This design comes from an exercise in tuning for small area on the open sky130 flow, not from production work. Function was checked by simulation only, so behaviour that the tests miss may differ from the original. The clock port is modelled as an ideal driver; clocking choices that lean on that would not hold on a real chip. No activity file was given, so power comes from the tool's default toggle rates.

==> design/flow/design.v <==
package isa_pkg;
    localparam int WORD_W   = 16;
    localparam int REG_AW   = 4;
    localparam int MEM_AW   = 8;
    localparam int IMM_W    = 8;
    localparam int NUM_REGS = 16;
    localparam int OPC_LSB = 12;
    localparam int RD_LSB  = 8;
    localparam int RP_LSB  = 4;
    localparam int RQ_LSB  = 0;
    typedef logic [WORD_W-1:0] word_t;      
    typedef logic [REG_AW-1:0] reg_addr_t;
    typedef logic [MEM_AW-1:0] mem_addr_t;  
    typedef logic [IMM_W-1:0]  imm_t;
    typedef enum logic [3:0] {
        ADD = 4'd0,  SUB = 4'd1,  AND = 4'd2,  OR  = 4'd3,
        XOR = 4'd4,  NOT = 4'd5,  SLA = 4'd6,  SRA = 4'd7,
        LI  = 4'd8,  LW  = 4'd9,  SW  = 4'd10, BIZ = 4'd11,
        BNZ = 4'd12, JAL = 4'd13, JMP = 4'd14, JR  = 4'd15
    } opcode_e;
    typedef enum logic [2:0] {
        ALU_ADD = 3'd0,
        ALU_SUB = 3'd1,
        ALU_AND = 3'd2,
        ALU_OR  = 3'd3,
        ALU_XOR = 3'd4,
        ALU_NOT = 3'd5,
        ALU_SLA = 3'd6,
        ALU_SRA = 3'd7
    } alu_op_e;
endpackage
package ctrl_pkg;
    typedef enum logic [1:0] {
        S_FETCH   = 2'd0,
        S_DECODE  = 2'd1,
        S_EXECUTE = 2'd2
    } state_e;
    typedef enum logic [1:0] {
        PC_HOLD = 2'd0,
        PC_INC  = 2'd1,
        PC_REL  = 2'd2,  
        PC_ABS  = 2'd3   
    } pc_op_e;
    typedef enum logic [1:0] {
        WB_ALU  = 2'd0,
        WB_MEM  = 2'd1,
        WB_IMM  = 2'd2,
        WB_LINK = 2'd3
    } wb_sel_e;
endpackage
module alu
(
    input  logic [3:0] op_i,
    input  logic       pd_i,      
    input  logic       b_i,       
    input  logic       a_next_i,  
    input  logic       pc_bit_i,  
    input  logic       inc_bit_i, 
    input  logic       c_i,       
    input  logic       first_i,   
    input  logic       imm_bit_i,
    input  logic       mem_bit_i,
    input  logic       last_i,    
    input  logic       high_i,    
    output logic       y_o,
    output logic       sum_o,
    output logic       cout_o
);
    logic br;
    logic arith;
    logic a;
    logic b;
    logic cin;
    assign br    = (op_i == isa_pkg::BIZ) || (op_i == isa_pkg::BNZ) ||
                   (op_i == isa_pkg::JAL) || (op_i == isa_pkg::JMP);
    assign arith = (op_i == isa_pkg::ADD) || (op_i == isa_pkg::SUB) ||
                   (op_i == isa_pkg::SLA) || br;
    assign a     = br ? pc_bit_i : pd_i;
    always_comb begin
        if (br) begin
            b = imm_bit_i;
        end else begin
            case (op_i)
                isa_pkg::SUB: b = ~b_i;
                isa_pkg::SLA: b = pd_i;
                isa_pkg::NOT: b = 1'b1;
                default:      b = b_i;
            endcase
        end
    end
    always_comb begin
        if (arith && !first_i) begin
            cin = c_i;
        end else begin
            cin = (op_i == isa_pkg::SUB) || (op_i == isa_pkg::OR);
        end
    end
    assign sum_o  = a ^ b ^ cin;
    assign cout_o = (a & b) | (a & cin) | (b & cin);
    always_comb begin
        case (op_i)
            isa_pkg::AND, isa_pkg::OR: y_o = cout_o;
            isa_pkg::SRA: y_o = last_i ? 1'b0 : a_next_i;
            isa_pkg::LI:  y_o = imm_bit_i;
            isa_pkg::LW:  y_o = mem_bit_i;
            isa_pkg::JAL: y_o = high_i ? 1'b0 : inc_bit_i;
            default:      y_o = sum_o;  
        endcase
    end
endmodule
module reg_file
(
    input  logic        clk,
    input  logic [15:0] we_i,     
    input  logic        wbit_i,
    input  logic [3:0]  p_addr_i,
    input  logic [3:0]  q_addr_i,
    output logic        p_bit_o,  
    output logic        q_bit_o   
);
    logic [15:0] tap1;
    logic [15:0] tap0;
    for (genvar k = 0; k < 16; k++) begin : g_reg
        logic [15:0] bits_q;
        always_ff @(posedge clk) begin
            bits_q <= {we_i[k] ? wbit_i : bits_q[0], bits_q[15:1]};
        end
        assign tap1[k] = bits_q[1];
        assign tap0[k] = bits_q[0];
    end
    assign p_bit_o = tap1[p_addr_i];
    assign q_bit_o = tap0[q_addr_i];
endmodule
module program_counter
(
    input  logic        clk,
    input  logic        rst,
    input  logic [3:0]  ph_i,
    input  logic        clr_i,
    input  logic [3:0]  op_i,
    input  logic [7:0]  imm_i,
    input  logic [7:0]  target_i,  
    input  logic        nz_i,      
    input  logic        pd_i,      
    output logic        pc_bit_o,
    output logic        inc_bit_o,
    output logic [7:0]  mem_addr_o
);
    logic [7:0] pc_q;
    logic       ic_q;
    logic       ph15;
    logic       first;
    logic       cin;
    logic       is_jr;
    logic       taken;
    logic       d7;
    logic [7:0] seq;
    logic [7:0] npc;
    assign ph15  = (ph_i == 4'd15);
    assign first = (ph_i == 4'd0);
    assign cin       = first ? ~clr_i : ic_q;
    assign inc_bit_o = pc_q[0] ^ cin;
    assign pc_bit_o  = pc_q[0];
    assign is_jr = ~clr_i && (op_i == isa_pkg::JR);
    assign taken = ~clr_i && ((op_i == isa_pkg::JMP) || (op_i == isa_pkg::JAL) ||
                              (op_i == isa_pkg::BIZ && !nz_i) || (op_i == isa_pkg::BNZ && nz_i));
    assign d7    = ph_i[3] ? pc_q[0] : (is_jr ? pd_i : inc_bit_o);
    always_ff @(posedge clk or posedge rst) begin
        if (rst) begin
            pc_q <= 8'h00;
        end else if (ph15 && taken) begin
            pc_q <= target_i;
        end else begin
            pc_q <= {d7, pc_q[7:1]};
        end
    end
    always_ff @(posedge clk) begin
        ic_q <= pc_q[0] & cin;
    end
    assign seq        = {pc_q[0], pc_q[7:1]};
    assign npc        = taken ? target_i : seq;
    assign mem_addr_o = ph15 ? npc : imm_i;
endmodule
module core_control
(
    input  logic        clk,
    input  logic        rst,
    input  logic [15:0] mem_rdata_i,
    output logic [3:0]  ph_o,
    output logic        clr_o,
    output logic [15:0] ir_o,
    output logic [3:0]  p_addr_o   
);
    logic [3:0]  ph_q;
    logic        clr_q;
    logic [15:0] ir_q;
    logic        ph15;
    assign ph15 = (ph_q == 4'd15);
    always_ff @(posedge clk or posedge rst) begin
        if (rst) begin
            ph_q  <= 4'd0;
            clr_q <= 1'b1;
        end else begin
            ph_q <= ph_q + 4'd1;
            if (ph15) clr_q <= 1'b0;
        end
    end
    always_ff @(posedge clk) begin
        if (ph15) ir_q <= mem_rdata_i;
    end
    logic [11:0] src;
    logic [3:0]  src_op;
    assign src    = ph15 ? mem_rdata_i[15:4] : ir_q[15:4];
    assign src_op = src[11:8];
    assign p_addr_o = (src_op == isa_pkg::SW || src_op == isa_pkg::BIZ || src_op == isa_pkg::BNZ)
                      ? src[7:4] : src[3:0];
    assign ph_o  = ph_q;
    assign clr_o = clr_q;
    assign ir_o  = ir_q;
endmodule
module datapath
(
    input  logic        clk,
    input  logic [3:0]  ph_i,
    input  logic        clr_i,
    input  logic [15:0] ir_i,
    input  logic        p_bit_i,
    input  logic        q_bit_i,
    input  logic        pc_bit_i,
    input  logic        inc_bit_i,
    input  logic [15:0] mem_rdata_i,
    output logic [15:0] t_o,
    output logic        nz_o,
    output logic        pd_o,
    output logic [15:0] we_o,
    output logic        wbit_o,
    output logic [15:0] mem_wdata_o,
    output logic        mem_wr_o
);
    logic [15:0] t_q;      
    logic        pd;       
    logic        z_q;      
    logic        sum;
    logic        br;
    logic        c_q;
    logic        s15_q;
    logic [3:0] op;
    logic [3:0] rd;
    logic [7:0] imm;
    logic       ph15;
    assign op   = ir_i[15:12];
    assign rd   = ir_i[11:8];
    assign imm  = ir_i[7:0];
    assign ph15 = (ph_i == 4'd15);
    assign br = (op == isa_pkg::BIZ) || (op == isa_pkg::BNZ) ||
                (op == isa_pkg::JAL) || (op == isa_pkg::JMP);
    assign pd = t_q[15];
    always_ff @(posedge clk) begin
        t_q   <= {(br && !ph_i[3]) ? sum : p_bit_i, t_q[15:1]};
        z_q   <= (z_q & ~ph15) | p_bit_i;
        s15_q <= mem_rdata_i[15];
    end
    logic imm_bit;
    logic mem_bit;
    logic cout;
    logic y;
    logic wen;
    assign imm_bit = ph_i[3] ? imm[7] : imm[ph_i[2:0]];
    assign mem_bit = ph15 ? s15_q : mem_rdata_i[ph_i];
    alu u_alu (
        .op_i      (op),
        .pd_i      (pd),
        .b_i       (q_bit_i),
        .a_next_i  (p_bit_i),
        .pc_bit_i  (pc_bit_i),
        .inc_bit_i (inc_bit_i),
        .c_i       (c_q),
        .first_i   (ph_i == 4'd0),
        .imm_bit_i (imm_bit),
        .mem_bit_i (mem_bit),
        .last_i    (ph15),
        .high_i    (ph_i[3]),
        .y_o       (y),
        .sum_o     (sum),
        .cout_o    (cout)
    );
    always_ff @(posedge clk) begin
        c_q <= cout;
    end
    assign wen    = (op <= isa_pkg::LW) || (op == isa_pkg::JAL);
    assign wbit_o = y & ~clr_i;
    always_comb begin
        for (int k = 0; k < 16; k++) begin
            we_o[k] = clr_i || (wen && rd == 4'(k));
        end
    end
    assign t_o         = t_q;
    assign nz_o        = z_q;
    assign pd_o        = pd;
    assign mem_wdata_o = {p_bit_i, t_q[15:1]};
    assign mem_wr_o    = (ph_i == 4'd14) && (op == isa_pkg::SW) && ~clr_i;
endmodule
module risc16_top
(
    input  logic        clk,
    input  logic        rst,
    input  logic [15:0] mem_rdata_i,
    output logic [7:0]  mem_addr_o,
    output logic [15:0] mem_wdata_o,
    output logic        mem_wr_o
);
    logic [3:0]  ph;
    logic        clr;
    logic [15:0] ir;
    logic [3:0]  p_addr;
    logic        p_bit;
    logic        q_bit;
    logic        pc_bit;
    logic        inc_bit;
    logic        nz;
    logic        pd;
    logic [15:0] t;
    logic [15:0] we;
    logic        wbit;
    core_control u_core_control (
        .clk         (clk),
        .rst         (rst),
        .mem_rdata_i (mem_rdata_i),
        .ph_o        (ph),
        .clr_o       (clr),
        .ir_o        (ir),
        .p_addr_o    (p_addr)
    );
    reg_file u_reg_file (
        .clk      (clk),
        .we_i     (we),
        .wbit_i   (wbit),
        .p_addr_i (p_addr),
        .q_addr_i (ir[3:0]),
        .p_bit_o  (p_bit),
        .q_bit_o  (q_bit)
    );
    datapath u_datapath (
        .clk         (clk),
        .ph_i        (ph),
        .clr_i       (clr),
        .ir_i        (ir),
        .p_bit_i     (p_bit),
        .q_bit_i     (q_bit),
        .pc_bit_i    (pc_bit),
        .inc_bit_i   (inc_bit),
        .mem_rdata_i (mem_rdata_i),
        .t_o         (t),
        .nz_o        (nz),
        .pd_o        (pd),
        .we_o        (we),
        .wbit_o      (wbit),
        .mem_wdata_o (mem_wdata_o),
        .mem_wr_o    (mem_wr_o)
    );
    program_counter u_program_counter (
        .clk        (clk),
        .rst        (rst),
        .ph_i       (ph),
        .clr_i      (clr),
        .op_i       (ir[15:12]),
        .imm_i      (ir[7:0]),
        .target_i   (t[8:1]),
        .nz_i       (nz),
        .pd_i       (pd),
        .pc_bit_o   (pc_bit),
        .inc_bit_o  (inc_bit),
        .mem_addr_o (mem_addr_o)
    );
endmodule
==> design/flow/flow/run.sh <==
#!/bin/bash
# Standard ORFS layout with three changes: ports are buffered with the smallest
# buffer, clock tree synthesis uses larger sink clusters without dummy loads,
# and after CTS logic cells with spare slack are downsized.
set -euo pipefail
bash standard.sh \
  "BUFFER_PORTS_ARGS=-buffer_cell sky130_fd_sc_hd__buf_1" \
  "CTS_ARGS=-sink_clustering_enable -repair_clock_nets -dont_use_dummy_load -sink_clustering_size 28 -sink_clustering_max_diameter 150 -root_buf sky130_fd_sc_hd__clkbuf_8 -tree_buf sky130_fd_sc_hd__clkbuf_8" \
  "POST_CTS_TCL=$PWD/flow/post_cts.tcl" \
  finish > orfs_make.log 2>&1
==> design/flow/flow/downsize.tcl <==
# Try each logic cell at the smallest drive strength of its family that keeps
# setup slack above a margin and adds no max-slew or max-capacitance violation.
proc my_area { m } { return [expr {[$m getWidth] * [$m getHeight]}] }
proc my_downsize { margin } {
  set db [ord::get_db]
  array set fam {}
  set dont_use {}
  if {[info exists ::env(DONT_USE_CELLS)]} { set dont_use $::env(DONT_USE_CELLS) }
  foreach lib [$db getLibs] {
    foreach m [$lib getMasters] {
      set n [$m getName]
      if {[lsearch -exact $dont_use $n] >= 0} continue
      if {[regexp {^(sky130_fd_sc_hd__[a-z0-9]+)_([0-9]+)$} $n -> base drv]} {
        lappend fam($base) [list $n [my_area $m]]
      }
    }
  }
  estimate_parasitics -placement
  set slew0 [sta::max_slew_violation_count]
  set cap0 [sta::max_capacitance_violation_count]
  set n_changed 0
  set saved 0
  foreach inst [[ord::get_db_block] getInsts] {
    set m [$inst getMaster]
    set n [$m getName]
    if {![regexp {^(sky130_fd_sc_hd__[a-z0-9]+)_([0-9]+)$} $n -> base drv]} continue
    if {[regexp {clkbuf|clkinv|clkdly|df|dl|tap|fill|decap|conb|probe} $base]} continue
    if {![info exists fam($base)]} continue
    set a0 [my_area $m]
    set cands [lsort -real -index 1 $fam($base)]
    foreach c $cands {
      lassign $c cn ca
      if {$ca >= $a0} break
      replace_cell [$inst getName] $cn
      estimate_parasitics -placement
      set ws [sta::time_sta_ui [sta::worst_slack_cmd max]]
      set wh [sta::time_sta_ui [sta::worst_slack_cmd min]]
      if {$ws >= $margin && $wh >= 0 && [sta::max_slew_violation_count] <= $slew0 && [sta::max_capacitance_violation_count] <= $cap0} {
        incr n_changed
        set saved [expr {$saved + $a0 - $ca}]
        break
      }
      replace_cell [$inst getName] $n
    }
  }
  estimate_parasitics -placement
  puts "my_downsize: $n_changed cells downsized, [expr {$saved / 1e6}] um2 saved"
}
==> design/flow/flow/post_cts.tcl <==
# After CTS: downsize logic cells that have timing slack to spare, then
# legalize the placement again.
source [file join [file dirname [info script]] downsize.tcl]
my_downsize 0.3
detailed_placement
check_placement -verbose
==> design/flow/standard.sh <==
#!/bin/bash
# synth_recipe.tcl (not shown) runs the flow's synth.tcl, then flattens the netlist and writes it again
# the make line also repeats each setting of config.mk as NAME=value (left out here)
make -C /OpenROAD-flow-scripts/flow DESIGN_CONFIG=/design/flow/config.mk WORK_HOME=/design/flow/orfs CLKGATE_MAP_FILE= SYNTH_SCRIPT=/design/flow/synth_recipe.tcl "${@:-finish}"
==> design/flow/config.mk <==
export PLATFORM = sky130hd
export DESIGN_NAME = risc16_top
export DESIGN_NICKNAME = risc16_top
export VERILOG_FILES = /design/flow/design.v
export SDC_FILE = /design/flow/constraint.sdc
export NUM_CORES = 4
export LEC_CHECK = 0
export CAP_MARGIN = 20
export CORE_MARGIN = 2
export CORE_UTILIZATION = 65
export SLEW_MARGIN = 20
==> design/flow/constraint.sdc <==
create_clock -name core_clock -period 8.0 [get_ports {clk}]
set_input_delay 1.6000 -clock core_clock [delete_from_list [all_inputs] [get_ports {clk}]]
set_output_delay 1.6000 -clock core_clock [all_outputs]
set_load 0.01 [all_outputs]
==> results of run 1 <==
-- power groups by stage --
| stage | Clock [mW] | Combinational [mW] | Sequential (mW) |
|---|---|---|---|
| 2_1_floorplan | 0 | 0.0170 | 1.57 |
| 3_3_place_gp | 0 | 0.0259 | 1.57 |
| 3_5_place_dp | 0 | 0.0259 | 1.57 |
| 5_1_grt | 0.758 | 0.0279 | 1.54 |
| 6_report | 0.694 | 0.0250 | 1.54 |
-- stage by stage --
stage,std cells,area (um^2),setup slack [ps],hold slack (ps),total power [mW]
2_1_floorplan,545,8180,3160,310,1.59
3_3_place_gp,735,8450,2920,310,1.60
3_5_place_dp,735,8450,2660,312,1.60
5_1_grt,749,8690,1180,298,2.33
6_report,749,8690,1550,290,2.26
-- Yosys cell counts, drive strengths merged, types with 2 or more instances --
cell	count	area (um^2)
dfrtp	12	300
inv	7	26.3
nand3b	14	105
and2	2	12.5
mux4	12	270
nand3	7	40.0
edfxtp	16	480
dfxtp	275	5510
clkbuf	12	45.0
buf	8	62.6
nand2	34	128
xnor2	3	26.3
nor2b	7	43.8
nor2	8	30.0
o211ai	2	15.0
a21oi	4	31.3
nand2b	8	50.1
mux2	11	128
o21ai	37	215
ha	4	50.1
mux2i	31	318
or2	3	18.8
nor4	2	12.5
xor2	2	17.5
-- state kept, by name, summed over array words and instances, names as in the netlist --
name	flops
u_reg_file.g.bits_q	256
u_core_control.ir_q	16
u_datapath.t_q	15
u_program_counter.pc_q	8
u_core_control.ph_q	4
u_core_control.clr_q	1
u_datapath.c_q	1
u_datapath.s15_q	1
u_datapath.z_q	1
u_program_counter.ic_q	1
-- final cells by class --
class / count / area [um^2]
Sequential cell: 304 / 6310
Timing Repair Buffer: 42 / 158
Inverter: 7 / 26.3
Fill cell: 814 / 3470
Clock buffer: 14 / 317
Multi-Input combinational cell: 214 / 1670
Tap cell: 168 / 210
-- per-layer routing --
layer | global-route usage | share of wire
met5 | 0 | 0
met4 | 0.0706 | 0.032
met3 | 0.0317 | 0.048
met2 | 0.320 | 0.44
met1 | 0.323 | 0.48
-- cell families after synthesis --
logic type / count (synthesis) / share of synthesized area
flip-flops: 304 / 0.772
AND/OR/NAND/NOR: 93 / 0.0620
AO/OA/AOI/OAI: 57 / 0.0485
multiplexers: 54 / 0.0875
buffers and inverters: 27 / 0.0164
XOR/XNOR: 5 / 0.00536
adder cells (fa/ha/maj): 5 / 0.00857
-- final timing paths --
check | startpoint | to | slack [ps] | cells past startpoint
worst min register to register | u_reg_file.g_reg[10].bits_q[4] | u_reg_file.g_reg[10].bits_q[3] | 290 | 0
worst max-delay path | u_core_control.ph_q[0] | mem_wdata_o[15] | 1550 | 9
worst max register to register | u_core_control.ph_q[0] | u_reg_file.g_reg[11].bits_q[15] | 2650 | 10
max in group asynchronous | rst | u_program_counter.pc_q[1] | 6580 | 2
min in group asynchronous | rst | u_program_counter.pc_q[2] | 1050 | 2
worst min-delay path | u_reg_file.g_reg[10].bits_q[4] | u_reg_file.g_reg[10].bits_q[3] | 290 | 0
==> results.sh, run 1 <==
export IMPL_outcome="timing/DRC/antenna clean"
export IMPL_drtPass1Iterations=4
export IMPL_worst_ep_required_time_ps=6400
export IMPL_cts_tree="built"
export IMPL_grt_usage=0.213
export IMPL_slew_headroom=0.312
export IMPL_ir_worst_vdd_v=0.000289
export IMPL_worstSkewPairLatency_ps=530
export IMPL_path_common_cell="mux2i_1"
export IMPL_p_leak_nw=3.46
export IMPL_setup_viol=0
export IMPL_netlist_instances=545
export IMPL_overflow=0
export IMPL_routabilityCongestion=0.882
export IMPL_async_reset_ff_frac=0.0428
export IMPL_core_um2=12200
export IMPL_port_buffer_count=42
export IMPL_clock_sinks=304
export IMPL_num_vias=3983
export IMPL_initial_core_util=0.673
export IMPL_die_area_um2=13500
export IMPL_sw_frac_of_total=0.191
export IMPL_synth_nets=568
export IMPL_min_period_ps=6450
export IMPL_critPathCaptureType="output port"
export IMPL_layout_drive_gt1_share=0.0723
export IMPL_drv_slew=0
export IMPL_intPower_mw=1.83
export IMPL_path_cells="ha_1, nand3_1, inv_1, nand4_1, o2111ai_1, mux2i_1, mux2i_1, mux4_2, buf_1"
export IMPL_start_kind="flip-flop"
export IMPL_utilization=0.715
export IMPL_synth_distinct_cells=57
export IMPL_synthFlopType="dfxtp_1"
export IMPL_crit_slowest_cell="inv_1"
export IMPL_critPathArrivalTime_ps=4850
export IMPL_syn_avg_cell_area_um2=15.0
export IMPL_drc=0
export IMPL_grt_max_degree=29
export IMPL_vias_per_cell=5.32
export IMPL_synth_yosys_seq_area_share=0.772
export IMPL_hold_violations=0
export IMPL_power_switching_uw=431
export IMPL_critPathMaxStageDelay_ps=890
export IMPL_worst_path_buf_inv=2
export IMPL_netlist_area_um2=8180
export IMPL_yosysWarnings=5
export IMPL_place_hpwl_um=8820
export IMPL_fin_skew_ps=58.4
export IMPL_finalNetCount=606
export IMPL_final_cell_mix="dfxtp_1, buf_1, o21ai_0, nand2_1, mux2i_1"
export IMPL_p_clk_frac=0.307
export IMPL_io_pins=43
export IMPL_fin_setup_tns_ps=0
export IMPL_combPwrFrac=0.011
export IMPL_p_seq_frac=0.682
export IMPL_crit_fanout=26
export IMPL_die_w_um=116
export IMPL_max_freq_ghz=0.155
export IMPL_grt_pass1_vias=3938
export IMPL_postRouteAntennaNets=0
export IMPL_drv_cap=0
export IMPL_tightest_slew_ps=1030
export IMPL_wl_per_cell_um=18.3
export IMPL_layout_commonest_cell="dfxtp_1"
export IMPL_grt_pass1_wl_um=21700
export IMPL_synth_edff_count=16
export IMPL_antenna_found_initial=0
export IMPL_routed_wl_um=13700
export IMPL_ys_ff_latch=304
export IMPL_syn_to_final_growth_pct=6.27
export IMPL_crit_type="reg -> out"
export IMPL_diodes=0
export IMPL_rsz0062_at_grt="no"
export IMPL_clkTransAtPathRegs_ps=100
export IMPL_critPathTopFamily="buffers and inverters"
export IMPL_row_count=40
export IMPL_fin_crit_sh=0.806
export IMPL_hp_class="reg -> reg"
export IMPL_die_h_um=116
export IMPL_initialDrtViolationCount=429
export IMPL_p_per_area_nw_per_um2=260
==> inputs of run 2 (changes only) <==
--- a/design/flow/design.v
+++ b/design/flow/design.v
@@ -66,46 +66,39 @@
     output logic       sum_o,
     output logic       cout_o
 );
-    logic br;
-    logic arith;
     logic a;
     logic b;
     logic cin;
-    assign br    = (op_i == isa_pkg::BIZ) || (op_i == isa_pkg::BNZ) ||
-                   (op_i == isa_pkg::JAL) || (op_i == isa_pkg::JMP);
-    assign arith = (op_i == isa_pkg::ADD) || (op_i == isa_pkg::SUB) ||
-                   (op_i == isa_pkg::SLA) || br;
-    assign a     = br ? pc_bit_i : pd_i;
+    logic chain;
+    assign a = op_i[3] ? pc_bit_i : pd_i;
     always_comb begin
-        if (br) begin
+        if (op_i[3]) begin
             b = imm_bit_i;
         end else begin
-            case (op_i)
-                isa_pkg::SUB: b = ~b_i;
-                isa_pkg::SLA: b = pd_i;
-                isa_pkg::NOT: b = 1'b1;
-                default:      b = b_i;
+            case (op_i[2:0])
+                3'd1:    b = ~b_i;    
+                3'd5:    b = 1'b1;    
+                3'd6:    b = pd_i;    
+                default: b = b_i;
             endcase
         end
     end
-    always_comb begin
-        if (arith && !first_i) begin
-            cin = c_i;
-        end else begin
-            cin = (op_i == isa_pkg::SUB) || (op_i == isa_pkg::OR);
-        end
-    end
+    assign chain = op_i[3] | ~(op_i[2] ^ op_i[1]);
+    assign cin   = (chain & ~first_i) ? c_i : (~op_i[3] & ~op_i[2] & op_i[0]);
     assign sum_o  = a ^ b ^ cin;
     assign cout_o = (a & b) | (a & cin) | (b & cin);
     always_comb begin
-        case (op_i)
-            isa_pkg::AND, isa_pkg::OR: y_o = cout_o;
-            isa_pkg::SRA: y_o = last_i ? 1'b0 : a_next_i;
-            isa_pkg::LI:  y_o = imm_bit_i;
-            isa_pkg::LW:  y_o = mem_bit_i;
-            isa_pkg::JAL: y_o = high_i ? 1'b0 : inc_bit_i;
-            default:      y_o = sum_o;  
-        endcase
+        if (op_i[3]) begin
+            if (op_i[2])      y_o = inc_bit_i & ~high_i;
+            else if (op_i[0]) y_o = mem_bit_i;
+            else              y_o = imm_bit_i;
+        end else if (op_i[2:1] == 2'b01) begin
+            y_o = cout_o;                        
+        end else if (op_i[2:0] == 3'b111) begin
+            y_o = a_next_i & ~last_i;            
+        end else begin
+            y_o = sum_o;                         
+        end
     end
 endmodule
 module reg_file
@@ -134,7 +127,6 @@
 module program_counter
 (
     input  logic        clk,
-    input  logic        rst,
     input  logic [3:0]  ph_i,
     input  logic        clr_i,
     input  logic [3:0]  op_i,
@@ -164,11 +156,9 @@
     assign is_jr = ~clr_i && (op_i == isa_pkg::JR);
     assign taken = ~clr_i && ((op_i == isa_pkg::JMP) || (op_i == isa_pkg::JAL) ||
                               (op_i == isa_pkg::BIZ && !nz_i) || (op_i == isa_pkg::BNZ && nz_i));
-    assign d7    = ph_i[3] ? pc_q[0] : (is_jr ? pd_i : inc_bit_o);
-    always_ff @(posedge clk or posedge rst) begin
-        if (rst) begin
-            pc_q <= 8'h00;
-        end else if (ph15 && taken) begin
+    assign d7    = ph_i[3] ? pc_q[0] : (is_jr ? pd_i : (inc_bit_o & ~clr_i));
+    always_ff @(posedge clk) begin
+        if (ph15 && taken) begin
             pc_q <= target_i;
         end else begin
             pc_q <= {d7, pc_q[7:1]};
@@ -252,8 +242,7 @@
     assign rd   = ir_i[11:8];
     assign imm  = ir_i[7:0];
     assign ph15 = (ph_i == 4'd15);
-    assign br = (op == isa_pkg::BIZ) || (op == isa_pkg::BNZ) ||
-                (op == isa_pkg::JAL) || (op == isa_pkg::JMP);
+    assign br = op[3] && (op[2:0] != 3'b010) && (op[2:0] != 3'b111);
     assign pd = t_q[15];
     always_ff @(posedge clk) begin
         t_q   <= {(br && !ph_i[3]) ? sum : p_bit_i, t_q[15:1]};
@@ -360,7 +349,6 @@
     );
     program_counter u_program_counter (
         .clk        (clk),
-        .rst        (rst),
         .ph_i       (ph),
         .clr_i      (clr),
         .op_i       (ir[15:12]),
--- a/design/flow/config.mk
+++ b/design/flow/config.mk
@@ -9,3 +9,5 @@
 export CORE_MARGIN = 2
 export CORE_UTILIZATION = 65
 export SLEW_MARGIN = 20
+export SYNTH_HIERARCHICAL = 1
+export SYNTH_MINIMUM_KEEP_SIZE = 0
==> results.sh, run 2 <==
export IMPL_cts_tree="built"
export IMPL_final_cell_mix="dfxtp_1, buf_1, mux2_2, o41ai_1, edfxtp_1"
export IMPL_num_vias=3842
export IMPL_slew_headroom=0.381
export IMPL_diodes=0
export IMPL_sw_frac_of_total=0.188
export IMPL_grt_usage=0.193
export IMPL_critPathCaptureType="output port"
export IMPL_postRouteAntennaNets=0
export IMPL_worstSkewPairLatency_ps=520
export IMPL_synth_nets=538
export IMPL_start_kind="flip-flop"
export IMPL_layout_drive_gt1_share=0.105
export IMPL_drtPass1Iterations=4
export IMPL_crit_fanout=24
export IMPL_syn_avg_cell_area_um2=16.0
export IMPL_hold_ws_ps=310
export IMPL_fin_skew_ps=32.0
export IMPL_drc=0
export IMPL_vias_per_cell=5.31
export IMPL_die_w_um=117
export IMPL_yosysWarnings=11
export IMPL_p_leak_nw=3.33
export IMPL_rrSetupSlack_ps=3030
export IMPL_largest_register="u_reg_file.g.bits_q"
export IMPL_power_switching_uw=424
export IMPL_die_h_um=117
export IMPL_core_um2=12500
export IMPL_port_buffer_count=42
export IMPL_layout_commonest_cell="dfxtp_1"
export IMPL_crit_type="reg -> out"
export IMPL_p_per_area_nw_per_um2=261
export IMPL_drv_cap=0
export IMPL_hold_violations=0
export IMPL_ir_worst_vdd_v=0.000211
export IMPL_cp_startpoint="u_core_control.ph_q[0]"
export IMPL_regToRegStartpoint="u_core_control.ph_q[0]"
export IMPL_max_freq_ghz=0.175
export IMPL_initial_core_util=0.660
export IMPL_syn_to_final_growth_pct=4.44
export IMPL_top_regs="u_reg_file.g.bits_q x256, u_core_control.ir_q x16, u_datapath.t_q x15"
export IMPL_clkTransAtPathRegs_ps=100
export IMPL_min_period_ps=5720
export IMPL_p_clk_frac=0.307
export IMPL_combPwrFrac=0.009
export IMPL_netlist_instances=516
export IMPL_largest_register_ffs=256
export IMPL_grt_max_degree=29
export IMPL_intPower_mw=1.83
export IMPL_grt_pass1_vias=3744
export IMPL_finalNetCount=575
export IMPL_tightest_slew_ps=926
export IMPL_overflow=0
export IMPL_wl_per_cell_um=17.9
export IMPL_min_delay_start="u_reg_file.g_reg[15].bits_q[15]"
export IMPL_row_count=41
export IMPL_clock_sinks=304
export IMPL_outcome="timing/DRC/antenna clean"
export IMPL_netlist_area_um2=8260
export IMPL_critPathArrivalTime_ps=4120
export IMPL_die_area_um2=13600
export IMPL_grt_pass1_wl_um=20100
export IMPL_routed_wl_um=13000
export IMPL_rsz0062_at_grt="no"
export IMPL_fin_crit_sh=0.716
export IMPL_io_pins=43
export IMPL_antenna_found_initial=0
export IMPL_routabilityCongestion=0.858
export IMPL_setup_viol=0
export IMPL_nFillCells=892
export IMPL_fin_setup_tns_ps=0
export IMPL_drv_slew=0
export IMPL_p_seq_frac=0.684
export IMPL_place_hpwl_um=8500
export IMPL_worst_ep_required_time_ps=6400
export IMPL_initialDrtViolationCount=302
export IMPL_hp_class="reg -> reg"
-- run 2: worst paths after layout --
path,end,cells after the start
worst min register to register,u_reg_file.g_reg[15].bits_q[14],0
worst max-delay path,mem_wdata_o[15],9
worst min-delay path,u_reg_file.g_reg[15].bits_q[14],0
worst max register to register,u_reg_file.g_reg[2].bits_q[15],12
max in group asynchronous,u_core_control.clr_q,2
min in group asynchronous,u_core_control.ph_q[1],2
-- run 2: worst max-delay path, cell delays in order, from the launching register on --
cell and delay (ps):
dfrtp_1 750, ha_1 300, nand3_1 320, inv_2 500, nand2_1 130, o2111ai_1 580
mux4_2 590, mux2i_1 150, mux2i_1 140, buf_1 170
-- run 2: cell type report --
type	instances	area, um^2	area share
Multi-Input combinational cell	179	1620	0.188
Inverter	12	45.0	0.00522
Timing Repair Buffer	42	158	0.0183
Tap cell	172	215	0.0249
Clock buffer	14	317	0.0367
Sequential cell	304	6270	0.727
-- run 2: layer usage --
layer,part of all wire,vias up,GRT usage,wire (um)
li1,-,1874,-,-
met1,0.48,1856,0.278,6260
met2,0.45,85,0.309,5800
met3,0.038,27,0.0265,489
met4,0.032,0,0.0612,408
met5,0,-,0,0
-- run 2: per-stage QoR --
| step | total power [mW] | instances | setup WS [ps] | utilization | instance area [um^2] |
|---|---|---|---|---|---|
| 2_1_floorplan | 1.59 | 516 | 3010 | - | 8260 |
| 3_3_place_gp | 1.59 | 709 | 2730 | 0.677 | 8480 |
| 3_5_place_dp | 1.60 | 709 | 2550 | 0.677 | 8480 |
| 5_1_grt | 2.32 | 723 | 1980 | 0.689 | 8630 |
| 6_report | 2.25 | 723 | 2280 | 0.689 | 8630 |
-- run 2: power groups by stage --
stage | Combinational, mW | Sequential [mW] | Clock, mW
global route | 0.0233 | 1.54 | 0.756
finish | 0.0210 | 1.54 | 0.689
floorplan | 0.0135 | 1.57 | 0
detailed placement | 0.0219 | 1.57 | 0
global placement | 0.0207 | 1.57 | 0
==> inputs of run 3 (changes only) <==
--- a/design/flow/design.v
+++ b/design/flow/design.v
@@ -104,7 +104,8 @@
 module reg_file
 (
     input  logic        clk,
-    input  logic [15:0] we_i,     
+    input  logic [3:0]  hi_n_i,
+    input  logic [3:0]  lo_n_i,
     input  logic        wbit_i,
     input  logic [3:0]  p_addr_i,
     input  logic [3:0]  q_addr_i,
@@ -114,15 +115,55 @@
     logic [15:0] tap1;
     logic [15:0] tap0;
     for (genvar k = 0; k < 16; k++) begin : g_reg
-        logic [15:0] bits_q;
-        always_ff @(posedge clk) begin
-            bits_q <= {we_i[k] ? wbit_i : bits_q[0], bits_q[15:1]};
-        end
-        assign tap1[k] = bits_q[1];
-        assign tap0[k] = bits_q[0];
+        rf_reg u_reg (
+            .clk    (clk),
+            .hi_n_i (hi_n_i[k / 4]),
+            .lo_n_i (lo_n_i[k % 4]),
+            .wbit_i (wbit_i),
+            .tap0_o (tap0[k]),
+            .tap1_o (tap1[k])
+        );
+    end
+    mux16 u_p_mux (.d_i(tap1), .s_i(p_addr_i), .y_o(p_bit_o));
+    mux16 u_q_mux (.d_i(tap0), .s_i(q_addr_i), .y_o(q_bit_o));
+endmodule
+module rf_reg
+(
+    input  logic clk,
+    input  logic hi_n_i,
+    input  logic lo_n_i,
+    input  logic wbit_i,
+    output logic tap0_o,
+    output logic tap1_o
+);
+    logic [15:0] bits_q;
+    logic        we;
+    assign we = ~(hi_n_i | lo_n_i);
+    always_ff @(posedge clk) begin
+        bits_q <= {we ? wbit_i : bits_q[0], bits_q[15:1]};
+    end
+    assign tap0_o = bits_q[0];
+    assign tap1_o = bits_q[1];
+endmodule
+module mux16
+(
+    input  logic [15:0] d_i,
+    input  logic [3:0]  s_i,
+    output logic        y_o
+);
+    logic [3:0] m;
+    for (genvar g = 0; g < 4; g++) begin : g_lo
+        mux4 u_lo (.d_i(d_i[4*g +: 4]), .s_i(s_i[1:0]), .y_o(m[g]));
     end
-    assign p_bit_o = tap1[p_addr_i];
-    assign q_bit_o = tap0[q_addr_i];
+    mux4 u_hi (.d_i(m), .s_i(s_i[3:2]), .y_o(y_o));
+endmodule
+module mux4
+(
+    input  logic [3:0] d_i,
+    input  logic [1:0] s_i,
+    output logic       y_o
+);
+    assign y_o = d_i[s_i];
 endmodule
 module program_counter
 (
@@ -146,8 +187,6 @@
     logic       is_jr;
     logic       taken;
     logic       d7;
-    logic [7:0] seq;
-    logic [7:0] npc;
     assign ph15  = (ph_i == 4'd15);
     assign first = (ph_i == 4'd0);
     assign cin       = first ? ~clr_i : ic_q;
@@ -157,19 +196,34 @@
     assign taken = ~clr_i && ((op_i == isa_pkg::JMP) || (op_i == isa_pkg::JAL) ||
                               (op_i == isa_pkg::BIZ && !nz_i) || (op_i == isa_pkg::BNZ && nz_i));
     assign d7    = ph_i[3] ? pc_q[0] : (is_jr ? pd_i : (inc_bit_o & ~clr_i));
-    always_ff @(posedge clk) begin
-        if (ph15 && taken) begin
-            pc_q <= target_i;
-        end else begin
-            pc_q <= {d7, pc_q[7:1]};
-        end
+    logic [7:0] nxt;
+    for (genvar i = 0; i < 8; i++) begin : g_nxt
+        mux2 u_nxt (
+            .a_i (i == 7 ? d7 : pc_q[(i + 1) % 8]),
+            .b_i (target_i[i]),
+            .s_i (ph15 && taken),
+            .y_o (nxt[i])
+        );
+        mux2 u_addr (
+            .a_i (imm_i[i]),
+            .b_i (nxt[i]),
+            .s_i (ph15),
+            .y_o (mem_addr_o[i])
+        );
     end
     always_ff @(posedge clk) begin
+        pc_q <= nxt;
         ic_q <= pc_q[0] & cin;
     end
-    assign seq        = {pc_q[0], pc_q[7:1]};
-    assign npc        = taken ? target_i : seq;
-    assign mem_addr_o = ph15 ? npc : imm_i;
+endmodule
+module mux2
+(
+    input  logic a_i,
+    input  logic b_i,
+    input  logic s_i,
+    output logic y_o
+);
+    assign y_o = s_i ? b_i : a_i;
 endmodule
 module core_control
 (
@@ -198,12 +252,21 @@
     always_ff @(posedge clk) begin
         if (ph15) ir_q <= mem_rdata_i;
     end
-    logic [11:0] src;
-    logic [3:0]  src_op;
-    assign src    = ph15 ? mem_rdata_i[15:4] : ir_q[15:4];
-    assign src_op = src[11:8];
-    assign p_addr_o = (src_op == isa_pkg::SW || src_op == isa_pkg::BIZ || src_op == isa_pkg::BNZ)
-                      ? src[7:4] : src[3:0];
+    logic ur_ir;
+    logic ur_mem;
+    logic ur;
+    assign ur_ir  = (ir_q[15:12] == isa_pkg::SW) || (ir_q[15:12] == isa_pkg::BIZ) ||
+                    (ir_q[15:12] == isa_pkg::BNZ);
+    assign ur_mem = (mem_rdata_i[15:12] == isa_pkg::SW) || (mem_rdata_i[15:12] == isa_pkg::BIZ) ||
+                    (mem_rdata_i[15:12] == isa_pkg::BNZ);
+    assign ur     = ph15 ? ur_mem : ur_ir;
+    for (genvar i = 0; i < 4; i++) begin : g_p_addr
+        mux4 u_sel (
+            .d_i ({mem_rdata_i[8+i], mem_rdata_i[4+i], ir_q[8+i], ir_q[4+i]}),
+            .s_i ({ph15, ur}),
+            .y_o (p_addr_o[i])
+        );
+    end
     assign ph_o  = ph_q;
     assign clr_o = clr_q;
     assign ir_o  = ir_q;
@@ -222,7 +285,8 @@
     output logic [15:0] t_o,
     output logic        nz_o,
     output logic        pd_o,
-    output logic [15:0] we_o,
+    output logic [3:0]  hi_n_o,
+    output logic [3:0]  lo_n_o,
     output logic        wbit_o,
     output logic [15:0] mem_wdata_o,
     output logic        mem_wr_o
@@ -255,7 +319,7 @@
     logic y;
     logic wen;
     assign imm_bit = ph_i[3] ? imm[7] : imm[ph_i[2:0]];
-    assign mem_bit = ph15 ? s15_q : mem_rdata_i[ph_i];
+    mux16 u_mem_mux (.d_i({s15_q, mem_rdata_i[14:0]}), .s_i(ph_i), .y_o(mem_bit));
     alu u_alu (
         .op_i      (op),
         .pd_i      (pd),
@@ -279,8 +343,9 @@
     assign wen    = (op <= isa_pkg::LW) || (op == isa_pkg::JAL);
     assign wbit_o = y & ~clr_i;
     always_comb begin
-        for (int k = 0; k < 16; k++) begin
-            we_o[k] = clr_i || (wen && rd == 4'(k));
+        for (int j = 0; j < 4; j++) begin
+            hi_n_o[j] = ~(clr_i || (wen && rd[3:2] == 2'(j)));
+            lo_n_o[j] = ~(clr_i || rd[1:0] == 2'(j));
         end
     end
     assign t_o         = t_q;
@@ -309,7 +374,8 @@
     logic        nz;
     logic        pd;
     logic [15:0] t;
-    logic [15:0] we;
+    logic [3:0]  hi_n;
+    logic [3:0]  lo_n;
     logic        wbit;
     core_control u_core_control (
         .clk         (clk),
@@ -322,7 +388,8 @@
     );
     reg_file u_reg_file (
         .clk      (clk),
-        .we_i     (we),
+        .hi_n_i   (hi_n),
+        .lo_n_i   (lo_n),
         .wbit_i   (wbit),
         .p_addr_i (p_addr),
         .q_addr_i (ir[3:0]),
@@ -342,7 +409,8 @@
         .t_o         (t),
         .nz_o        (nz),
         .pd_o        (pd),
-        .we_o        (we),
+        .hi_n_o      (hi_n),
+        .lo_n_o      (lo_n),
         .wbit_o      (wbit),
         .mem_wdata_o (mem_wdata_o),
         .mem_wr_o    (mem_wr_o)
==> results.sh, run 3 <==
export IMPL_outcome="timing/DRC/antenna clean"
export IMPL_die_w_um=114
export IMPL_place_hpwl_um=7750
export IMPL_syn_avg_cell_area_um2=16.6
export IMPL_hold_violations=0
export IMPL_final_cell_mix="dfxtp_1, buf_1, mux2_1, nor2_1, mux4_2"
export IMPL_critPathMaxStageDelay_ps=670
export IMPL_drc=0
export IMPL_critPathTopFamily="multiplexers"
export IMPL_tightest_slew_ps=1050
export IMPL_worst_path_buf_inv=2
export IMPL_dpl_cell_count=654
export IMPL_p_per_area_nw_per_um2=267
export IMPL_clkTransAtPathRegs_ps=90
export IMPL_min_period_ps=5960
export IMPL_netlist_area_um2=7920
export IMPL_drv_cap=0
export IMPL_grt_pass1_wl_um=18600
export IMPL_hp_class="reg -> reg"
export IMPL_grt_usage=0.186
export IMPL_instances_no_fill=668
export IMPL_largest_register="u_reg_file.g.u_reg.bits_q"
export IMPL_crit_slowest_cell="mux4_2"
export IMPL_row_count=40
export IMPL_drtPass1Iterations=4
export IMPL_rsz0062_at_grt="no"
export IMPL_postRouteAntennaNets=0
export IMPL_cts_tree="built"
export IMPL_clock_sinks=304
export IMPL_critPathCaptureType="output port"
export IMPL_num_vias=3445
export IMPL_critPathArrivalTime_ps=4360
export IMPL_ir_worst_vdd_v=0.000233
export IMPL_diodes=0
export IMPL_p_leak_nw=3.33
export IMPL_crit_type="in -> out"
export IMPL_slew_headroom=0.298
export IMPL_crit_fanout=4
export IMPL_syn_to_final_growth_pct=6.03
export IMPL_path_cells="buf_1, nor3b_1, o21ai_1, o22ai_1, mux4_2, mux4_2, mux4_2, buf_1"
export IMPL_wl_per_cell_um=17.6
export IMPL_die_area_um2=13100
export IMPL_netlist_instances=478
export IMPL_cp_depth=8
export IMPL_core_um2=12000
export IMPL_drv_slew=0
export IMPL_synth_nets=500
export IMPL_die_h_um=114
export IMPL_finalNetCount=545
export IMPL_routed_wl_um=11800
export IMPL_fin_skew_ps=20.2
export IMPL_overflow=0
export IMPL_io_pins=43
export IMPL_vias_per_cell=5.16
export IMPL_routabilityCongestion=0.837
export IMPL_grt_max_degree=29
export IMPL_initial_core_util=0.662
export IMPL_antenna_found_initial=0
export IMPL_yosysWarnings=11
export IMPL_top_regs="u_reg_file.g.u_reg.bits_q x256, u_core_control.ir_q x16, u_datapath.t_q x15"
export IMPL_hold_depth=0
export IMPL_rr_worst_depth=10
export IMPL_grt_pass1_vias=3376
export IMPL_worst_ep_required_time_ps=6400
export IMPL_setup_viol=0
export IMPL_fin_crit_sh=0.745
export IMPL_initialDrtViolationCount=187
export IMPL_worstSkewPairLatency_ps=500
export IMPL_port_buffer_count=42
export IMPL_utilization=0.702
export IMPL_layout_commonest_cell="dfxtp_1"
export IMPL_largest_register_ffs=256
export IMPL_max_freq_ghz=0.168
export IMPL_fin_setup_tns_ps=0
export IMPL_start_kind="primary input"
export IMPL_path_common_cell="mux4_2"
export IMPL_layout_drive_gt1_share=0.0729
[run 3: changes by cell type in the layout (fill, tap and decap cells not counted), sizes merged, moves of 4 or more]
cell / previous run / this run
a221o: 8 / 0
mux2: 27 / 33
mux4: 13 / 20
nor2: 6 / 23
o2111ai: 8 / 0
and2: 10 / 1
nand2: 11 / 7
o41ai: 16 / 0
nand4: 10 / 1
a31oi: 2 / 6
[run 3: routing by layer]
layer / vias up / part of all wire / GRT usage
met4: 0 / 0.019 / 0.0496
met2: 66 / 0.46 / 0.294
li1: 1693 / - / -
met3: 17 / 0.031 / 0.0265
met1: 1669 / 0.49 / 0.273
met5: - / 0 / 0
[run 3: worst reg2reg max path: cells and delay by family, from the launching register on]
| kind | cells | cell delay [ps] |
|---|---|---|
| AO/OA/AOI/OAI | 2 | 690 |
| adder cells (fa/ha/maj) | 1 | 310 |
| flip-flops | 1 | 810 |
| multiplexers | 4 | 1600 |
| AND/OR/NAND/NOR | 3 | 1440 |
[run 3: cell type report]
type	instances	area (um^2)
Clock buffer	14	317
Fill cell	801	3560
Inverter	12	45.0
Multi-Input combinational cell	149	1430
Sequential cell	304	6270
Tap cell	147	184
Timing Repair Buffer	42	158
[run 3: path summary, 6_finish.rpt]
check	end	startpoint	slack (ps)
worst min-delay path	u_reg_file.g_reg[8].u_reg.bits_q[6]	u_reg_file.g_reg[8].u_reg.bits_q[7]	320
worst max-delay path	mem_wdata_o[15]	mem_rdata_i[14]	2040
worst max register to register	u_reg_file.g_reg[4].u_reg.bits_q[15]	u_core_control.ph_q[0]	3090
max in group asynchronous	u_core_control.clr_q	rst	6800
min in group asynchronous	u_core_control.ph_q[1]	rst	960
worst min register to register	u_reg_file.g_reg[8].u_reg.bits_q[6]	u_reg_file.g_reg[8].u_reg.bits_q[7]	320
[run 3: where the power goes]
group / internal [mW] / switching (mW)
logic: 0.00959 / 0.0115
registers: 1.53 / 0.00488
clock network: 0.282 / 0.400
[run 3: metrics by stage]
stage               area [um^2]  hold slack [ps]  power [mW]  worst slack (ps)
global route               8400              328        2.32              1860
detailed placement         8160              312        1.60              2050
floorplan                  7920              310        1.59              2430
global placement           8160              310        1.60              2170
finish                     8400              320        2.24              2040
==> inputs of run 4 (changes only) <==
--- a/design/flow/design.v
+++ b/design/flow/design.v
@@ -249,23 +249,19 @@
             if (ph15) clr_q <= 1'b0;
         end
     end
+    logic [15:4] ir_eff;
+    for (genvar i = 4; i < 16; i++) begin : g_ir
+        mux2 u_ld (.a_i(ir_q[i]), .b_i(mem_rdata_i[i]), .s_i(ph15), .y_o(ir_eff[i]));
+    end
     always_ff @(posedge clk) begin
-        if (ph15) ir_q <= mem_rdata_i;
+        ir_q[15:4] <= ir_eff;
+        if (ph15) ir_q[3:0] <= mem_rdata_i[3:0];
     end
-    logic ur_ir;
-    logic ur_mem;
     logic ur;
-    assign ur_ir  = (ir_q[15:12] == isa_pkg::SW) || (ir_q[15:12] == isa_pkg::BIZ) ||
-                    (ir_q[15:12] == isa_pkg::BNZ);
-    assign ur_mem = (mem_rdata_i[15:12] == isa_pkg::SW) || (mem_rdata_i[15:12] == isa_pkg::BIZ) ||
-                    (mem_rdata_i[15:12] == isa_pkg::BNZ);
-    assign ur     = ph15 ? ur_mem : ur_ir;
+    assign ur = (ir_eff[15:12] == isa_pkg::SW) || (ir_eff[15:12] == isa_pkg::BIZ) ||
+                (ir_eff[15:12] == isa_pkg::BNZ);
     for (genvar i = 0; i < 4; i++) begin : g_p_addr
-        mux4 u_sel (
-            .d_i ({mem_rdata_i[8+i], mem_rdata_i[4+i], ir_q[8+i], ir_q[4+i]}),
-            .s_i ({ph15, ur}),
-            .y_o (p_addr_o[i])
-        );
+        mux2 u_sel (.a_i(ir_eff[4+i]), .b_i(ir_eff[8+i]), .s_i(ur), .y_o(p_addr_o[i]));
     end
     assign ph_o  = ph_q;
     assign clr_o = clr_q;
==> results.sh, run 4 <==
export IMPL_critPathMaxStageDelay_ps=810
export IMPL_drc=0
export IMPL_start_kind="flip-flop"
export IMPL_grt_pass1_vias=3503
export IMPL_synth_nets=507
export IMPL_vias_per_cell=5.11
export IMPL_cp_startpoint="u_core_control.ph_q[0]"
export IMPL_die_w_um=115
export IMPL_critPathArrivalTime_ps=4720
export IMPL_syn_avg_cell_area_um2=16.4
export IMPL_layout_drive_gt1_share=0.0663
export IMPL_path_cells="ha_1, and3_1, mux2_1, nor3b_1, o21a_1, mux2_1, mux4_2, mux4_2, buf_1"
export IMPL_routabilityCongestion=0.804
export IMPL_crit_fanout=17
export IMPL_min_period_ps=6320
export IMPL_hold_depth=0
export IMPL_die_h_um=115
export IMPL_overflow=0
export IMPL_max_freq_ghz=0.158
export IMPL_core_um2=12000
export IMPL_yosysWarnings=11
export IMPL_routed_wl_um=11500
export IMPL_clock_sinks=304
export IMPL_worstSkewPairLatency_ps=510
export IMPL_grt_max_degree=29
export IMPL_utilization=0.698
export IMPL_finalPower_mw=2.37
export IMPL_clkTransAtPathRegs_ps=100
export IMPL_drv_slew=0
export IMPL_grt_pass1_wl_um=18600
export IMPL_rr_worst_depth=12
export IMPL_top_regs="u_reg_file.g.u_reg.bits_q x256, u_core_control.ir_q x16, u_datapath.t_q x15"
export IMPL_p_per_area_nw_per_um2=284
export IMPL_row_count=40
export IMPL_setup_viol=0
export IMPL_place_area_um2=8180
export IMPL_regToRegStartpoint="u_core_control.ph_q[0]"
export IMPL_cp_depth=9
export IMPL_drv_cap=0
export IMPL_critPathTopFamily="multiplexers"
export IMPL_fin_crit_sh=0.790
export IMPL_diodes=0
export IMPL_nFillCells=832
export IMPL_port_buffer_count=42
export IMPL_rrSetupSlack_ps=2800
export IMPL_die_area_um2=13100
export IMPL_cts_tree="built"
export IMPL_critPathCaptureType="output port"
export IMPL_layout_commonest_cell="dfxtp_1"
export IMPL_final_cell_mix="dfxtp_1, mux2_1, buf_1, nor2_1, mux4_2"
export IMPL_endpoint="mem_wdata_o[15]"
export IMPL_tightest_slew_ps=769
export IMPL_p_leak_nw=3.35
export IMPL_crit_slowest_cell="dfrtp_1"
export IMPL_antenna_found_initial=0
export IMPL_initial_core_util=0.664
export IMPL_outcome="timing/DRC/antenna clean"
export IMPL_fin_setup_tns_ps=0
export IMPL_worst_path_buf_inv=1
export IMPL_hp_class="reg -> reg"
export IMPL_initialDrtViolationCount=210
export IMPL_place_hpwl_um=7780
export IMPL_io_pins=43
export IMPL_syn_to_final_growth_pct=5.20
export IMPL_final_area_um2=8350
export IMPL_crit_type="reg -> out"
export IMPL_postRouteAntennaNets=0
export IMPL_rsz0062_at_grt="no"
export IMPL_finalNetCount=552
export IMPL_hold_violations=0
export IMPL_largest_register="u_reg_file.g.u_reg.bits_q"
export IMPL_dpl_cell_count=661
export IMPL_r2r_end="u_reg_file.g_reg[15].u_reg.bits_q[15]"
export IMPL_drtPass1Iterations=4
export IMPL_fin_skew_ps=17.4
export IMPL_grt_usage=0.183
export IMPL_netlist_area_um2=7940
export IMPL_netlist_instances=485
export IMPL_slew_headroom=0.487
export IMPL_largest_register_ffs=256
export IMPL_wl_per_cell_um=17.1
export IMPL_ir_worst_vdd_v=0.000232
export IMPL_worst_ep_required_time_ps=6400
export IMPL_num_vias=3452
export IMPL_instances_no_fill=675
## run 4: changes by cell type in the layout (fill, tap and decap cells not counted), moves of 4 or more
| cell | previous run | this run |
|---|---|---|
| dfxtp_1 | 283 | 295 |
| edfxtp_1 | 16 | 4 |
| mux2_1 | 32 | 48 |
| mux4_2 | 20 | 16 |
## run 4: area by class of cell
cell class                 instances  area, um^2  share of cell area
timing repair buffer              42         158              0.0189
sequential                       304        6150               0.737
inverter                          11        41.3             0.00494
clock buffer                      14         317              0.0379
multi-input combinational        157        1500               0.180
tap                              147         184              0.0220
## run 4: worst register-to-register path, delay by kind of cell (launching register included)
| family | cells | cell delay (ps) |
|---|---|---|
| compound gates | 2 | 390 |
| fa+ha+maj | 1 | 290 |
| mux | 5 | 1790 |
| flops | 1 | 810 |
| simple gates | 4 | 1860 |
## run 4: where the power goes
group          internal (mW)  switching (mW)  leakage, nW
clock network          0.282           0.402        0.157
registers               1.58          0.0288         2.50
logic                 0.0356          0.0421        0.693
## run 4: how the worst min path moves through the flow
| stage | start | end |
|---|---|---|
| after floorplan | u_reg_file.g_reg[0].u_reg.bits_q[11] | u_reg_file.g_reg[0].u_reg.bits_q[10] |
| after global placement | u_reg_file.g_reg[12].u_reg.bits_q[13] | u_reg_file.g_reg[12].u_reg.bits_q[12] |
| after detailed placement | u_reg_file.g_reg[10].u_reg.bits_q[7] | u_reg_file.g_reg[10].u_reg.bits_q[6] |
| after global routing | u_reg_file.g_reg[6].u_reg.bits_q[9] | u_reg_file.g_reg[6].u_reg.bits_q[8] |
| final | u_reg_file.g_reg[6].u_reg.bits_q[9] | u_reg_file.g_reg[6].u_reg.bits_q[8] |
## run 4: per-stage QoR
step           setup WS (ps)  hold slack [ps]
2_1_floorplan           2710              310
6_report                1680              322
3_3_place_gp            2530              311
5_1_grt                 1400              320
3_5_place_dp            2500              312
## run 4: per-layer routing
metal,track usage,up-vias,part of all wire
met2,0.290,60,0.46
met4,0.0398,0,0.014
met5,0,-,0
li1,-,1712,-
met3,0.0286,15,0.038
met1,0.270,1665,0.49
==> inputs of run 5 (changes only) <==
==> design/flow/flow/run.sh (replaced) <==
#!/bin/bash
# Standard ORFS layout with three changes: ports are buffered with the smallest
# buffer, clock tree synthesis uses larger sink clusters without dummy loads,
# and after CTS logic cells with spare slack are downsized.
set -euo pipefail
bash standard.sh \
  "BUFFER_PORTS_ARGS=-buffer_cell sky130_fd_sc_hd__buf_1" \
  "CTS_ARGS=-sink_clustering_enable -repair_clock_nets -dont_use_dummy_load -sink_clustering_size 36 -sink_clustering_max_diameter 150 -root_buf sky130_fd_sc_hd__clkbuf_4 -tree_buf sky130_fd_sc_hd__clkbuf_4" \
  "POST_CTS_TCL=$PWD/flow/post_cts.tcl" \
  finish > orfs_make.log 2>&1
--- a/design/flow/config.mk
+++ b/design/flow/config.mk
@@ -7,7 +7,8 @@
 export LEC_CHECK = 0
 export CAP_MARGIN = 20
 export CORE_MARGIN = 2
-export CORE_UTILIZATION = 65
+export CORE_UTILIZATION = 80
+export PLACE_DENSITY = 0.85
 export SLEW_MARGIN = 20
 export SYNTH_HIERARCHICAL = 1
 export SYNTH_MINIMUM_KEEP_SIZE = 0
==> results.sh, run 5 <==
export IMPL_synth_nets=507
export IMPL_rrSetupSlack_ps=2140
export IMPL_crit_slowest_cell="dfrtp_1"
export IMPL_largest_register="u_reg_file.g.u_reg.bits_q"
export IMPL_endpoint="mem_wdata_o[15]"
export IMPL_fin_setup_tns_ps=0
export IMPL_initial_core_util=0.820
export IMPL_slew_headroom=0.365
export IMPL_hold_violations=0
export IMPL_fin_skew_ps=50.7
export IMPL_yosysWarnings=11
export IMPL_clock_sinks=304
export IMPL_p_per_area_nw_per_um2=282
export IMPL_place_hpwl_um=9580
export IMPL_cp_startpoint="u_core_control.ph_q[0]"
export IMPL_final_area_um2=8270
export IMPL_initialDrtViolationCount=372
export IMPL_clkTransAtPathRegs_ps=120
export IMPL_crit_fanout=17
export IMPL_postRouteAntennaNets=0
export IMPL_tightest_slew_ps=953
export IMPL_num_vias=3942
export IMPL_place_area_um2=8160
export IMPL_finalNetCount=550
export IMPL_grt_usage=0.312
export IMPL_drc=0
export IMPL_routed_wl_um=16100
export IMPL_critPathArrivalTime_ps=5240
export IMPL_layout_drive_gt1_share=0.0627
export IMPL_routabilityCongestion=0.878
export IMPL_die_area_um2=10700
export IMPL_outcome="timing/DRC/antenna clean"
export IMPL_drv_cap=0
export IMPL_syn_avg_cell_area_um2=16.4
export IMPL_regArea_um2=6150
export IMPL_die_h_um=104
export IMPL_drtPass1Iterations=7
export IMPL_grt_pass1_vias=4062
export IMPL_vias_per_cell=5.96
export IMPL_worstSkewPairLatency_ps=620
export IMPL_cp_depth=9
export IMPL_layout_commonest_cell="dfxtp_1"
export IMPL_p_leak_nw=3.31
export IMPL_critPathTopFamily="multiplexers"
export IMPL_antenna_found_initial=2
export IMPL_largest_register_ffs=256
export IMPL_multi_input_area_um2=1500
export IMPL_path_cells="ha_1, and3_1, mux2_1, nor3b_1, o21a_1, mux2_1, mux4_2, mux4_2, buf_1"
export IMPL_fin_crit_sh=0.855
export IMPL_ir_worst_vdd_v=0.000228
export IMPL_rr_worst_depth=12
export IMPL_r2r_end="u_reg_file.g_reg[12].u_reg.bits_q[15]"
export IMPL_min_period_ps=6840
export IMPL_overflow=0
export IMPL_wl_per_cell_um=24.4
export IMPL_syn_to_final_growth_pct=4.18
export IMPL_row_count=36
export IMPL_critPathCaptureType="output port"
export IMPL_final_cell_mix="dfxtp_1, mux2_1, buf_1, nor2_1, mux4_2"
export IMPL_io_pins=43
export IMPL_core_um2=9680
export IMPL_netlist_instances=485
export IMPL_netlist_area_um2=7940
export IMPL_nFillCells=387
export IMPL_setup_viol=0
export IMPL_hp_class="reg -> reg"
export IMPL_worst_path_buf_inv=1
export IMPL_worst_ep_required_time_ps=6400
export IMPL_cts_tree="built"
export IMPL_grt_pass1_wl_um=25000
export IMPL_regToRegStartpoint="u_core_control.ph_q[0]"
export IMPL_die_w_um=104
export IMPL_start_kind="flip-flop"
export IMPL_critPathMaxStageDelay_ps=860
export IMPL_port_buffer_count=42
export IMPL_top_regs="u_reg_file.g.u_reg.bits_q x256, u_core_control.ir_q x16, u_datapath.t_q x15"
export IMPL_crit_type="reg -> out"
export IMPL_grt_max_degree=37
export IMPL_drv_slew=0
export IMPL_max_freq_ghz=0.146
export IMPL_rsz0062_at_grt="no"
run 5: cell types whose count changed in the layout (fill, tap and decap cells not counted), sizes merged:
cell    previous run  this run
diode              0         2
clkbuf            14        12
run 5: how the worst min path moves through the flow:
stage	start	end	slack, ps	cells past startpoint
2_1_floorplan	u_reg_file.g_reg[0].u_reg.bits_q[11]	u_reg_file.g_reg[0].u_reg.bits_q[10]	310	0
5_1_grt	u_reg_file.g_reg[9].u_reg.bits_q[9]	u_reg_file.g_reg[9].u_reg.bits_q[8]	280	0
3_3_place_gp	u_reg_file.g_reg[6].u_reg.bits_q[5]	u_reg_file.g_reg[6].u_reg.bits_q[4]	310	0
6_report	u_reg_file.g_reg[9].u_reg.bits_q[9]	u_reg_file.g_reg[9].u_reg.bits_q[8]	280	0
3_5_place_dp	u_reg_file.g_reg[1].u_reg.bits_q[5]	u_reg_file.g_reg[1].u_reg.bits_q[4]	310	0
run 5: routing by layer:
metal  global-route usage  routed length (um)  vias up
met4                0.131                 814        0
met1                0.400                6090     1898
li1                     -                   -     1701
met3               0.0554                1140       71
met5                    0                   0        -
met2                0.531                8090      272
run 5: worst reg2reg max path, delay by kind of cell (launching register included):
kind                     cells  cell delay, ps
AND/OR/NAND/NOR              4            2190
flip-flops                   1             860
multiplexers                 5            1930
adder cells (fa/ha/maj)      1             310
AO/OA/AOI/OAI                2             480
run 5: power breakdown:
part / switching, mW / leakage (nW) / internal [mW]
Clock: 0.407 / 0.125 / 0.222
Sequential: 0.0360 / 2.50 / 1.58
Combinational: 0.0520 / 0.693 / 0.0359
run 5: cell type report:
class	count	area share
Timing Repair Buffer	42	0.0191
Inverter	11	0.00499
Sequential cell	304	0.744
Multi-Input combinational cell	157	0.181
Antenna cell	2	0.000605
Tap cell	133	0.0201
Clock buffer	12	0.0300
run 5: stage by stage:
step                      instances   util  setup WS [ps]  power (mW)  hold slack (ps)
after floorplan                 485      -           2710        1.70              310
after global placement          647  0.843           2530        1.73              311
after detailed placement        647  0.843           2410        1.74              312
after global routing            661  0.854            984        2.39              282
final                           661  0.854           1160        2.33              275
==> inputs of run 6 (changes only) <==
==> design/flow/flow/run.sh (replaced) <==
#!/bin/bash
# Standard ORFS layout with three changes: ports are buffered with the smallest
# buffer, clock tree synthesis uses larger sink clusters without dummy loads,
# and after CTS logic cells with spare slack are downsized.
set -euo pipefail
bash standard.sh \
  "BUFFER_PORTS_ARGS=-buffer_cell sky130_fd_sc_hd__buf_1" \
  "CTS_ARGS=-sink_clustering_enable -repair_clock_nets -dont_use_dummy_load -sink_clustering_size 36 -sink_clustering_max_diameter 60 -root_buf sky130_fd_sc_hd__clkbuf_4 -tree_buf sky130_fd_sc_hd__clkbuf_4" \
  "POST_CTS_TCL=$PWD/flow/post_cts.tcl" \
  finish > orfs_make.log 2>&1
--- a/design/flow/config.mk
+++ b/design/flow/config.mk
@@ -7,8 +7,7 @@
 export LEC_CHECK = 0
 export CAP_MARGIN = 20
 export CORE_MARGIN = 2
-export CORE_UTILIZATION = 80
-export PLACE_DENSITY = 0.85
+export CORE_UTILIZATION = 75
 export SLEW_MARGIN = 20
 export SYNTH_HIERARCHICAL = 1
 export SYNTH_MINIMUM_KEEP_SIZE = 0
==> results.sh, run 6 <==
export IMPL_syn_to_final_growth_pct=4.82
export IMPL_antenna_found_initial=1
export IMPL_clock_sinks=304
export IMPL_layout_commonest_cell="dfxtp_1"
export IMPL_overflow=0
export IMPL_netlist_area_um2=7940
export IMPL_worst_ep_required_time_ps=6400
export IMPL_routed_wl_um=16100
export IMPL_port_buffer_count=42
export IMPL_min_delay_start="u_reg_file.g_reg[9].u_reg.bits_q[12]"
export IMPL_intPower_mw=1.88
export IMPL_crit_fanout=17
export IMPL_finalNetCount=552
export IMPL_top_regs="u_reg_file.g.u_reg.bits_q x256, u_core_control.ir_q x16, u_datapath.t_q x15"
export IMPL_drc=0
export IMPL_power_switching_uw=511
export IMPL_netlist_instances=485
export IMPL_postRouteAntennaNets=0
export IMPL_critPathArrivalTime_ps=5210
export IMPL_initialDrtViolationCount=349
export IMPL_worstSkewPairLatency_ps=650
export IMPL_row_count=37
export IMPL_io_pins=43
export IMPL_die_h_um=107
export IMPL_rrSetupSlack_ps=2230
export IMPL_max_freq_ghz=0.147
export IMPL_drv_slew=0
export IMPL_grt_pass1_wl_um=24400
export IMPL_wl_per_cell_um=24.2
export IMPL_dpl_cell_count=650
export IMPL_regToRegStartpoint="u_core_control.ph_q[0]"
export IMPL_hold_violations=0
export IMPL_min_period_ps=6810
export IMPL_clkTransAtPathRegs_ps=130
export IMPL_grt_max_degree=37
export IMPL_outcome="timing/DRC/antenna clean"
export IMPL_fin_setup_tns_ps=0
export IMPL_start_kind="flip-flop"
export IMPL_ir_worst_vdd_v=0.000211
export IMPL_setup_viol=0
export IMPL_p_seq_frac=0.676
export IMPL_finalPower_mw=2.39
export IMPL_hp_class="reg -> reg"
export IMPL_drv_cap=0
export IMPL_cts_tree="built"
export IMPL_syn_avg_cell_area_um2=16.4
export IMPL_core_um2=10300
export IMPL_routabilityCongestion=0.880
export IMPL_fin_crit_sh=0.851
export IMPL_tightest_slew_ps=896
export IMPL_place_hpwl_um=8680
export IMPL_final_area_um2=8320
export IMPL_layout_drive_gt1_share=0.0663
export IMPL_critPathCaptureType="output port"
export IMPL_hold_depth=0
export IMPL_worst_hold_path_endpoint="u_reg_file.g_reg[9].u_reg.bits_q[11]"
export IMPL_sw_frac_of_total=0.214
export IMPL_vias_per_cell=5.82
export IMPL_die_w_um=107
export IMPL_p_clk_frac=0.287
export IMPL_rr_worst_depth=12
export IMPL_rsz0062_at_grt="no"
export IMPL_largest_register="u_reg_file.g.u_reg.bits_q"
export IMPL_final_cell_mix="dfxtp_1, mux2_1, buf_1, nor2_1, mux4_2"
export IMPL_r2r_end="u_reg_file.g_reg[10].u_reg.bits_q[15]"
export IMPL_p_leak_nw=3.34
export IMPL_largest_register_ffs=256
export IMPL_slew_headroom=0.403
export IMPL_grt_usage=0.295
export IMPL_yosysWarnings=11
export IMPL_num_vias=3868
export IMPL_instances_no_fill=665
export IMPL_synth_nets=507
export IMPL_crit_type="reg -> out"
export IMPL_die_area_um2=11400
export IMPL_fin_skew_ps=73.8
export IMPL_place_area_um2=8160
export IMPL_initial_core_util=0.772
export IMPL_utilization=0.810
export IMPL_combPwrFrac=0.037
export IMPL_p_per_area_nw_per_um2=287
export IMPL_drtPass1Iterations=5
export IMPL_grt_pass1_vias=4098
## run 6: metal layers
| layer | share of wire | GRT usage | vias to the layer above |
|---|---|---|---|
| li1 | - | - | 1704 |
| met1 | 0.39 | 0.363 | 1890 |
| met2 | 0.50 | 0.520 | 205 |
| met3 | 0.059 | 0.0505 | 69 |
| met4 | 0.048 | 0.115 | 0 |
| met5 | 0 | 0 | - |
## run 6: final cells by class
cell class              count  area (um^2)
inverters                  11         41.3
repair buffers             42          158
multi-input cells         157         1500
clock buffers              14          298
flip-flops and latches    304         6150
fillers                   503         1960
well taps                 136          170
diodes                      1         2.50
## run 6: how the worst max path moves through the flow
stage                                 from         endpoint  slack [ps]  depth (start not counted)
finish              u_core_control.ph_q[0]  mem_wdata_o[15]        1190                          9
global route        u_core_control.ph_q[0]  mem_wdata_o[15]        1020                          9
detailed placement         mem_rdata_i[12]  mem_wdata_o[15]        2440                          8
global placement           mem_rdata_i[12]  mem_wdata_o[15]        2530                          8
floorplan                  mem_rdata_i[12]  mem_wdata_o[15]        2710                          7
## run 6: per-stage QoR
step	setup WS (ps)	hold WS, ps
3_3_place_gp	2530	310
5_1_grt	1020	258
6_report	1190	255
2_1_floorplan	2710	310
3_5_place_dp	2440	312
## run 6: critical path: stages, from the launching register on
cell and delay (ps):
dfrtp_1 840, ha_1 310, and3_1 760, mux2_1 430, nor3b_1 290, o21a_1 300, mux2_1 460, mux4_2 480
mux4_2 530, buf_1 170
## run 6: power by group through the flow
stage                     Clock, mW  Sequential, mW  Combinational (mW)
after floorplan                   0            1.63              0.0698
after global placement            0            1.64              0.0847
after detailed placement          0            1.64              0.0911
after global routing          0.737            1.62              0.0934
final                         0.686            1.62              0.0888

==> re-timing with driven ports <==
The results above use ideal ports. As a check the final layouts listed here were re-extracted and re-timed, cells and wires unchanged. Step 1 (the two cells are an assumption about what drives the block):
set clk [get_ports {clk}]
set_driving_cell -lib_cell sky130_fd_sc_hd__clkbuf_16 $clk
set_driving_cell -lib_cell sky130_fd_sc_hd__buf_2 [delete_from_list [all_inputs] $clk]
Step 2 also shifts input and output timing later by t, the mid clock arrival at the registers, as if the neighbouring blocks saw the same clock. Slacks: ideal ports / drivers / drivers and shift; pairs: ideal ports / drivers.
run	t, ns	slack for setup (ns)	hold slack, ns	worst register clock-pin slew, ns
run 1	0.540	1.548 / 1.511 / 2.051	0.290 / 0.290 / 0.290	0.11 / 0.11
run 2	0.538	2.276 / 2.238 / 2.473	0.310 / 0.310 / 0.310	0.10 / 0.10
run 3	0.530	2.038 / 2.013 / 2.013	0.320 / 0.320 / 0.320	0.10 / 0.10
run 4	0.530	1.683 / 1.649 / 2.179	0.322 / 0.322 / 0.322	0.10 / 0.10
run 5	0.634	1.158 / 1.118 / 1.752	0.275 / 0.275 / 0.275	0.12 / 0.12
run 6	0.649	1.189 / 1.155 / 1.805	0.255 / 0.255 / 0.255	0.13 / 0.13
After both steps every run listed still meets setup and hold. The setup slack of run 3, which loses most, moves by -0.025 ns with the drivers and by -0.025 ns with both steps.
